What follows belongs to an exercise in optimizing a design on an open flow for small area, a short achievable clock period and few clock cycles; a production flow would make more cautious choices. The RTL was checked by simulation tests, not by an equivalence proof against the original design. Power figures rest on the tool's default switching activity, not on a simulated workload.

== v24 ==
==> flow/design.v (excerpt) <==
module rhythm_slot_regularity_tracker_unit (
    input  wire logic                 aclk,
    input  wire logic                 aresetn,
    input  wire logic                 s_valid,
    output logic                      s_ready,
    input  rsrt_pkg::rsrt_in_t             s_data,
    output logic                      m_valid,
    input  wire logic                 m_ready,
    output rsrt_pkg::rsrt_out_t                 m_data,
    input  wire logic                 cfg_valid,
    output logic                      cfg_ready,
    input  wire logic [rsrt_pkg::CFG_IDX_W-1:0] cfg_index,
    input  wire logic [15:0]          cfg_data
);
Size in the first run: about 3300 cells after synthesis, roughly 540 flip-flops, ~34000 um2 of cells after synthesis.
clock: 10.0 ns
lec_check: 0
cap_margin: 20
core_margin: 2
core_utilization: 40
slew_margin: 20
run.sh (not shown) runs the stock make flow with config.mk's settings and CLKGATE_MAP_FILE= SYNTH_SCRIPT=/design/flow/synth_recipe.tcl, a recipe that flattens the netlist after the stock synthesis.
Testbench counts of v24, summed over its fixed seeds: cycles 23,224.
Input-level comparison between v21 and v24:
diff --git a/flow/design.v b/flow/design.v
--- a/flow/design.v
+++ b/flow/design.v
@@ -189,27 +189,25 @@
     logic        sm_run;
     logic        k_cyc, sw_cyc, swe_cyc;
     logic        k2;
     logic [15:0] kp_o;
     logic [15:0] kill, nz;
     logic [15:0] ref_wo;
     logic [7:0]  bus;
     assign ex_add = ex_t == T_ADD;
     assign ex_clr = ex_t == T_CLEAR;
     assign ex_smo = ex_t == T_SMOOTH;
     assign ex_stp = ex_t == T_STEP;
     assign low_mean  = mean_r < act_r;
-    logic nk;
-    assign nk      = !dis_r && !lim_small;
-    assign x2_done = ex_v && !sk_v && (!ex_smo || sm_st == SM_5 || (sm_st == SM_4 && nk));
+    assign x2_done = ex_v && !sk_v && (!ex_smo || sm_st == SM_5);
     assign add_ex  = x2_done && ex_add;
     assign clr_ex  = x2_done && ex_clr;
     assign stp_ex  = x2_done && ex_stp;
     assign add_s = {1'b0, ex_h} + {1'b0, ex_a};
     assign add_v = add_s[8] ? 8'hFF : add_s[7:0];
     assign score_inc = (score_r == 16'hFFFF) ? score_r : score_r + 16'd1;
     assign score_dec = (score_r == 16'h0000) ? score_r : score_r - 16'd1;
     logic st_act, st_e, st_g, st_nz, st_inc, st_dec;
     assign st_act   = ex_stp && !low_mean;
     assign st_nz    = ex_h != 8'd0;
     assign st_e     = !st_nz && ex_r == 8'd0;
     assign st_g     = ltm8(ex_r, ex_h);
@@ -370,56 +368,55 @@
         logic [1:0] d;
         d       = d3_o[5:4];
         d3_rnd  = rnd_d[d];
         mean_nx = !d3_nz ? 8'd0 : d3_rnd ? mi_d[d] : mq_d[d];
         act_nx  = d3_nz && (d3_rnd ? ge_d[d] : gt_d[d]);
     end
     logic [35:0] res;
     always_comb begin
         if (sk_v)
             res = {mean_r, sk_smo ? raw_r : 8'd0, sk_smo && dis_r, mean_r > act_r,
                    score_r, sk_case};
         else if (ex_smo)
-            res = {mean_nx, (sm_st == SM_4) ? raw_nx : raw_r, dis_r, act_nx, score_r, 2'd0};
+            res = {mean_nx, raw_r, dis_r, act_nx, score_r, 2'd0};
         else
             res = {mean_r, 8'd0, 1'b0, mean_r > act_r, score_nx, case_nx};
     end
     logic accept, advance, out_free, rq_v_n, ex_v_n, ex_smo_n, sk_v_n, x2c_n;
     logic [3:0] sm_st_n;
     assign accept   = s_valid && srdy_r;
     assign advance  = rq_v && (!ex_v || x2_done);
     assign out_free = !mv_r || m_ready;
     assign rq_v_n   = accept || (rq_v && !advance);
     assign ex_v_n   = advance || (ex_v && !x2_done);
     assign ex_smo_n = advance ? (rq_t == T_SMOOTH) : ex_smo;
     assign sk_v_n   = sk_v ? !out_free : (x2_done && !out_free);
     always_comb begin
         sm_st_n = sm_st;
         if (sm_run) begin
             unique case (sm_st)
                 SM_IDLE: if (!sk_v && p3_ok) sm_st_n = lim_small ? SM_MUL : SM_2;
                 SM_MUL:  if (ex_o[7]) sm_st_n = SM_K;
                 SM_K:    sm_st_n = SM_SW;
                 SM_SW:   if (ex_o[15]) sm_st_n = SM_SWE;
                 SM_SWE:  sm_st_n = SM_2;
                 SM_2:    sm_st_n = SM_3;
                 SM_3:    sm_st_n = SM_4;
-                SM_4:    sm_st_n = !nk ? SM_5 : !sk_v ? SM_IDLE : SM_4;
+                SM_4:    sm_st_n = SM_5;
                 SM_5:    if (!sk_v) sm_st_n = SM_IDLE;
                 default: sm_st_n = SM_IDLE;
             endcase
         end
     end
-    assign x2c_n = !ex_v_n || (!sk_v_n && (!ex_smo_n || sm_st_n == SM_5 ||
-                                           (sm_st_n == SM_4 && nk)));
+    assign x2c_n = !ex_v_n || (!sk_v_n && (!ex_smo_n || sm_st_n == SM_5));
     always_ff @(posedge aclk) begin
         if (!aresetn) begin
             rq_v   <= 1'b0;
             ex_v   <= 1'b0;
             srdy_r <= 1'b1;
             mv_r   <= 1'b0;
             sk_v   <= 1'b0;
             sm_st  <= SM_IDLE;
         end else begin
             rq_v   <= rq_v_n;
             ex_v   <= ex_v_n;
             srdy_r <= !rq_v_n || x2c_n;
@@ -515,23 +512,23 @@
             if (sm_st == SM_IDLE) acc_r <= 8'd0;
             if (sm_st == SM_MUL) begin
                 acc_r <= 8'(({1'b0, acc_r} + (|(lim_r & ex_o[7:0]) ? {1'b0, pk_r} : 9'd0)) >> 1);
             end
             sv_r <= sw_cyc;
             if (sm_st == SM_IDLE || sm_st == SM_K || sm_st == SM_2) begin
                 csa_r <= tsa;
                 csb_r <= tsb;
                 cn_r  <= tcnt;
             end
             if (k_cyc) dis_r <= |(kill & nz);
             if (k2)    dis_r <= 1'b1;
-            if (sm_st == SM_3 || (sm_st == SM_4 && !nk)) begin
+            if (sm_st == SM_3 || sm_st == SM_4) begin
                 p2q_r  <= {p1q_r, d2_a[5:4], d2_b[5:4]};
                 p2r_r  <= {d2_b[3:0], p1r_r[1:0]};
                 p2n_r  <= p1n_r;
                 p2n3_r <= p1n3_r;
             end
             if (sm_st == SM_4) raw_r <= raw_nx;
         end
     end
 endmodule
 `default_nettype wire
--- outcome ---
Sort v24 and v21 by detailed-route wire length asc -> top: v21
v21 vs. v24: count of pins on the block boundary closely matched the old numbers; share of cells above drive strength 1 lower; power dissipated in combinational cells has increased; area added between synthesis and finish held steady.
v24 and v21 ended up with nearly the same reported sequential group power.
Going from v24 to v21, the total design power was found to have gone up by 1.1%.
The final reports for v21 and v24 show core utilization higher in the former.
Testbench counts of v21, summed over its fixed seeds: cycles 24,042.

Setup of exp/ember:
Another version of the RTL of rhythm_slot_regularity_tracker_unit (not shown whole).
Size: about 3,200 cells after synthesis, roughly 540 flip-flops, about 75 I/O pins, roughly 32,000 sq um of cells after synthesis.
Settings: LEC_CHECK=0, CAP_MARGIN=20, CORE_MARGIN=2, CORE_UTILIZATION=40, SLEW_MARGIN=20; clock period 10.0 ns.
exp/ember reached the end of the flow, and the finished layout is clean on the timing, DRC and antenna checks.
Testbench counts of exp/ember, summed over its fixed seeds: cycles 24,435.
Modified inputs, exp/xenon compared to exp/ember
-- flow/design.v --
<<< exp/ember, line 119
    logic [7:0]  acc_r;
    logic        sv_r;
    logic        sw_r;        
    logic [11:0] csa_r, csb_r;
    logic [4:0]  cn_r;
>>> exp/xenon, line 119
    logic [7:0]  acc_r;
    logic        sv_r;
    logic [11:0] csa_r, csb_r;
    logic [4:0]  cn_r;
<<< exp/ember, line 235
    logic [15:0] rsel;
    logic [7:0]  rd_h, rd_r, h_in, r_in;
    assign rsel = (rq_o & {16{!sw_r}}) | (ex_o & {16{sw_r}});
    always_comb begin
        rd_h = 8'd0;
>>> exp/xenon, line 234
    logic [15:0] rsel;
    logic [7:0]  rd_h, rd_r, h_in, r_in;
    assign rsel = (sw_cyc ? ex_o : rq_o);
    always_comb begin
        rd_h = 8'd0;
<<< exp/ember, line 320
    assign d1_o  = r4(d1_s[11:6], cn_r, d1_n3);
    logic [5:0] d2_a, d2_b;
    assign d2_a = r4(p1r_r[9:4], p1n_r, p1n3_r);
    assign d2_b = r4({d2_a[3:0], p1r_r[3:2]}, p1n_r, p1n3_r);
    logic [5:0] d3_o;
    logic [7:0] d3_q;
>>> exp/xenon, line 319
    assign d1_o  = r4(d1_s[11:6], cn_r, d1_n3);
    logic [5:0] d2_a, d2_b;
    logic [5:0] d2_bk [4];
    always_comb begin
        logic [3:0] ck [4];
        ck[0] = p1r_r[7:4];
        ck[1] = p1r_r[7:4] - p1n_r[3:0];
        ck[2] = p1r_r[7:4] - {p1n_r[2:0], 1'b0};
        ck[3] = p1r_r[7:4] - p1n3_r[3:0];
        for (int k = 0; k < 4; k++) d2_bk[k] = r4({ck[k], p1r_r[3:2]}, p1n_r, p1n3_r);
    end
    assign d2_a = r4(p1r_r[9:4], p1n_r, p1n3_r);
    assign d2_b = d2_bk[d2_a[5:4]];
    logic [5:0] d3_o;
    logic [7:0] d3_q;
<<< exp/ember, line 406
            sk_v   <= 1'b0;
            sm_st  <= SM_IDLE;
            sw_r   <= 1'b0;
        end else begin
            sw_r   <= sm_run && sm_st_n == SM_SW;
            rq_v   <= rq_v_n;
            ex_v   <= ex_v_n;
>>> exp/xenon, line 414
            sk_v   <= 1'b0;
            sm_st  <= SM_IDLE;
        end else begin
            rq_v   <= rq_v_n;
            ex_v   <= ex_v_n;
<<< exp/ember, line 496
    end
    always_ff @(posedge aclk) begin
        if (sm_run) begin
            if (sm_st == SM_IDLE) acc_r <= 8'd0;
>>> exp/xenon, line 502
    end
    always_ff @(posedge aclk) begin
        p1q_r  <= d1_o[5:4];
        p1r_r  <= {d1_o[3:0], d1_s[5:0]};
        p1n_r  <= cn_r;
        p1n3_r <= d1_n3;
    end
    always_ff @(posedge aclk) begin
        if (sm_run) begin
            if (sm_st == SM_IDLE) acc_r <= 8'd0;
<<< exp/ember, line 509
            if (k_cyc) dis_r <= |(kill & nz);
            if (k2)    dis_r <= 1'b1;
            if (sm_st == SM_2 || sm_st == SM_3) begin
                p1q_r  <= d1_o[5:4];
                p1r_r  <= {d1_o[3:0], d1_s[5:0]};
                p1n_r  <= cn_r;
                p1n3_r <= d1_n3;
            end
            if (sm_st == SM_3 || sm_st == SM_4) begin
                p2q_r  <= {p1q_r, d2_a[5:4], d2_b[5:4]};
>>> exp/xenon, line 521
            if (k_cyc) dis_r <= |(kill & nz);
            if (k2)    dis_r <= 1'b1;
            if (sm_st == SM_3 || sm_st == SM_4) begin
                p2q_r  <= {p1q_r, d2_a[5:4], d2_b[5:4]};
==> comparison <==
[compare] base=exp/ember new=exp/xenon: horizontal extent of the die up about 1.8%, worst setup slack after layout up 0.77 ns, number of buffer and inverter instances along the worst setup path up 3. [compare] base=exp/ember new=exp/xenon: portion of the clock cycle consumed by the worst path in the final layout moved down, half-perimeter wire length of the detailed placement result moved up, average instance area after synthesis level.
Testbench counts of exp/xenon, summed over its fixed seeds: cycles 24,435.

## re-timing with driven ports
Ports are ideal in the flow. The routed layouts listed here were re-timed in OpenROAD. Step 1 (the two cells are an assumption about what drives the block):
set clk [get_ports {aclk}]
set_driving_cell -lib_cell sky130_fd_sc_hd__clkbuf_16 $clk
set_driving_cell -lib_cell sky130_fd_sc_hd__buf_2 [delete_from_list [all_inputs] $clk]
Step 2 adds t to the input delays and takes it off the output delays; t is the mean of the earliest and latest rising clock arrival at the registers after step 1. Input paths then give back, and output paths get back, about the clock's delay inside the block. Slacks: no drivers / after step 1 / after step 2; pairs: no drivers / after step 1.
run | shift t [ns] | setup WS [ns] | clock arrival spread, ns | pins driven straight from the clock port
v24 | 0.710 | 5.611 / 5.611 / 5.225 | 0.030 / 0.030 | 1
v21 | 0.701 | 5.558 / 5.558 / 5.406 | 0.027 / 0.026 | 1
exp/ember | 0.698 | 4.937 / 4.937 / 4.937 | 0.035 / 0.035 | 1
exp/xenon | 0.681 | 5.703 / 5.703 / 5.273 | 0.026 / 0.026 | 1
After both steps setup and hold are still met in every run listed. For exp/xenon, which loses most, drivers alone change the setup slack by 0.000 ns; drivers and shift together by -0.430 ns.
